Background: an optimization exercise with open tools, aiming at small area, a short achievable clock period and few clock cycles per item. Do not read the settings as production practice. The RTL was checked by simulation tests, not by an equivalence proof against the original design. No activity file was given, so power comes from the tool's default toggle rates.

## poly_cv_gate_to_note_events
module poly_cv_gate_to_note_events (
   input  logic                  clock,
   input  logic                  reset,
   input  logic                  req_tvalid,
   output logic                  req_tready,
   input  logic [REQ_DATA_W-1:0] req_tdata,
   input  logic [0:0]            req_tuser,    
   output logic                  rsp_tvalid,
   input  logic                  rsp_tready,
   output logic [RSP_DATA_W-1:0] rsp_tdata,
   output logic [1:0]            rsp_tuser,    
   output logic                  rsp_tlast,
   input  logic                  csr_psel,
   input  logic                  csr_penable,
   input  logic                  csr_pwrite,
   input  logic [CSR_ADDR_W-1:0] csr_paddr,
   input  logic [CSR_DATA_W-1:0] csr_pwdata,
   output logic [CSR_DATA_W-1:0] csr_prdata,
   output logic                  csr_pready
);
   logic signed [16:0] gate_high;
   logic signed [16:0] gate_low;
   logic [15:0]        threshold;
   logic               rdy_ff;         
   logic               a_valid_ff;
  ...
export LEC_CHECK = 0
export CAP_MARGIN = 20
export CORE_MARGIN = 2
export CORE_UTILIZATION = 40
export SLEW_MARGIN = 20
create_clock -name core_clock -period 10.0 [get_ports {clock}]
standard.sh (not shown) runs the stock make flow with config.mk's settings and CLKGATE_MAP_FILE= SYNTH_SCRIPT=/design/flow/synth_recipe.tcl, a recipe that flattens the netlist after the stock synthesis.
==> flow/flow/run.sh <==
#!/bin/bash
# Layout flow: the standard layout (standard.sh, with its synthesis
# unchanged), run with timing repair aimed below the clock period, small
# plain buffers on the ports (resized by repair where timing needs it) and
# larger clock-tree sink clusters. Each tool's output goes to a log file here.
set -euo pipefail
export SETUP_SLACK_MARGIN=5.90
export BUFFER_PORTS_ARGS="-buffer_cell sky130_fd_sc_hd__buf_1"
export CTS_CLUSTER_SIZE=25
export CTS_CLUSTER_DIAMETER=100
bash standard.sh > standard_flow.log 2>&1
The first run finished clean.
Testbench counts at the start, summed over its fixed seeds: cycles 34,101, items 32,000.
Then changed:
--- a/flow/flow/run.sh
+++ b/flow/flow/run.sh
@@ -6,3 +6,3 @@
 set -euo pipefail
-export SETUP_SLACK_MARGIN=5.90
+export SETUP_SLACK_MARGIN=6.30
 export BUFFER_PORTS_ARGS="-buffer_cell sky130_fd_sc_hd__buf_1"
=> The changed run completed without violations. Via count rises by a few percent. Worst hold slack hardly moves. Wire length increases by a few percent. Design area came out higher by a few percent. Clock skew went down by 0.012 ns. Clock power grows by a few percent. Die area stays the same.
Then changed:
--- a/flow/flow/run.sh
+++ b/flow/flow/run.sh
@@ -6,3 +6,3 @@
 set -euo pipefail
-export SETUP_SLACK_MARGIN=6.30
+export SETUP_SLACK_MARGIN=6
 export BUFFER_PORTS_ARGS="-buffer_cell sky130_fd_sc_hd__buf_1"
- GPL_ROUTABILITY_DRIVEN: default -> 0
Global-route usage drops by 0.67 points.
Worst hold slack barely changes.
Maximum frequency goes down by 4.3%.
Clock power came out lower by about 3%.
Die area is unchanged.
Total power drops by 3.3%.
Count of clock-buffer cells in the layout rises by 5.
Sequential share of layout area rises by 1.8 points.
Then changed:
==> flow/run.sh (new file) <==
#!/bin/bash
# synth_recipe.tcl (not shown) runs the flow's synth.tcl, then flattens the netlist and writes it again
# the make line also repeats each setting of config.mk as NAME=value (left out here)
make -C /OpenROAD-flow-scripts/flow DESIGN_CONFIG=/design/flow/config.mk WORK_HOME=/design/flow/orfs CLKGATE_MAP_FILE= SYNTH_SCRIPT=/design/flow/synth_recipe.tcl finish
- CTS_CLUSTER_DIAMETER: default -> 100
- CTS_CLUSTER_SIZE: default -> 25
- GPL_ROUTABILITY_DRIVEN: 0 -> default
- SETUP_SLACK_MARGIN: default -> 5
removed: flow/flow/run.sh
removed: flow/standard.sh
The changed run completed without violations.
Cell count goes down by 0.52%.
Wire length goes up by 1.6%.
Power goes up by 0.53%.
Via count goes up by 0.43%.
Combinational power is about the same.
Utilization goes up by 0.99 points.
Area after synthesis stays the same.
Critical path depth does not change.
Then changed:
==> flow/flow/run.sh (new file) <==
#!/bin/bash
# Layout flow: the standard layout (standard.sh, with its synthesis
# unchanged), run with timing repair aimed below the clock period, small
# plain buffers on the ports (resized by repair where timing needs it) and
# larger clock-tree sink clusters. Each tool's output goes to a log file here.
set -euo pipefail
export SETUP_SLACK_MARGIN=6
export BUFFER_PORTS_ARGS="-buffer_cell sky130_fd_sc_hd__buf_1"
export CTS_CLUSTER_SIZE=25
export CTS_CLUSTER_DIAMETER=100
bash standard.sh > standard_flow.log 2>&1
==> flow/standard.sh (new file) <==
#!/bin/bash
# synth_recipe.tcl (not shown) runs the flow's synth.tcl, then flattens the netlist and writes it again
# the make line also repeats each setting of config.mk as NAME=value (left out here)
make -C /OpenROAD-flow-scripts/flow DESIGN_CONFIG=/design/flow/config.mk WORK_HOME=/design/flow/orfs CLKGATE_MAP_FILE= SYNTH_SCRIPT=/design/flow/synth_recipe.tcl "${@:-finish}"
- CORE_UTILIZATION: 40 -> 55
- CTS_CLUSTER_DIAMETER: 100 -> default
- CTS_CLUSTER_SIZE: 25 -> default
- SETUP_SLACK_MARGIN: 5 -> default
removed: flow/run.sh
Effect: The changed run went through all stages and came out clean. Utilization increases by 16 points. Non-clock buffer count went up by 27. Final area goes down by a few percent. Setup slack is better by 0.88 ns. Clock power hardly moves. Die area is lower by a quarter to a third. Power is about the same. Sequential cell count does not change. Register-to-register slack is better by 0.70 ns. Critical path depth stays the same. Routed wire length stays flat.
Then changed:
--- a/flow/flow/run.sh
+++ b/flow/flow/run.sh
@@ -6,3 +6,3 @@
 set -euo pipefail
-export SETUP_SLACK_MARGIN=6
+export SETUP_SLACK_MARGIN=6.15
 export BUFFER_PORTS_ARGS="-buffer_cell sky130_fd_sc_hd__buf_1"
- CORE_UTILIZATION: 55 -> 40
Cell area is higher by 1.4%.
Power shrinks by 0.61%.
Via count shrinks by 0.34%.
Synthesized area is unchanged.

what the ideal ports hide:
How much do the figures lean on ideal ports? The routed layouts below were timed once more, with nothing changed but the port constraints. Step 1: set_driving_cell puts a clkbuf_16 on clock and a buf_2 on each other input, an assumption about the parent block. Step 2 also shifts input and output timing later by t, the mid clock arrival at the registers, as if the neighbouring blocks saw the same clock. Three values: ideal, step 1, step 2; two values: the first two.
run	t (ns)	setup WS [ns]	latest minus earliest clock arrival (ns)
the first run	0.682	5.987 / 6.028 / 5.346	0.031 / 0.031
the second run	0.700	6.206 / 6.209 / 5.509	0.021 / 0.021
the third run	0.683	6.034 / 6.036 / 5.352	0.032 / 0.031
the fourth run	0.677	5.128 / 5.169 / 4.491	0.027 / 0.027
the fifth run	0.691	6.011 / 6.012 / 5.321	0.033 / 0.032
the sixth run	0.679	6.185 / 6.185 / 5.506	0.034 / 0.033
After both steps every run listed still meets setup and hold. For the second run, which loses most, drivers alone change the setup slack by +0.003 ns; drivers and shift together by -0.697 ns.
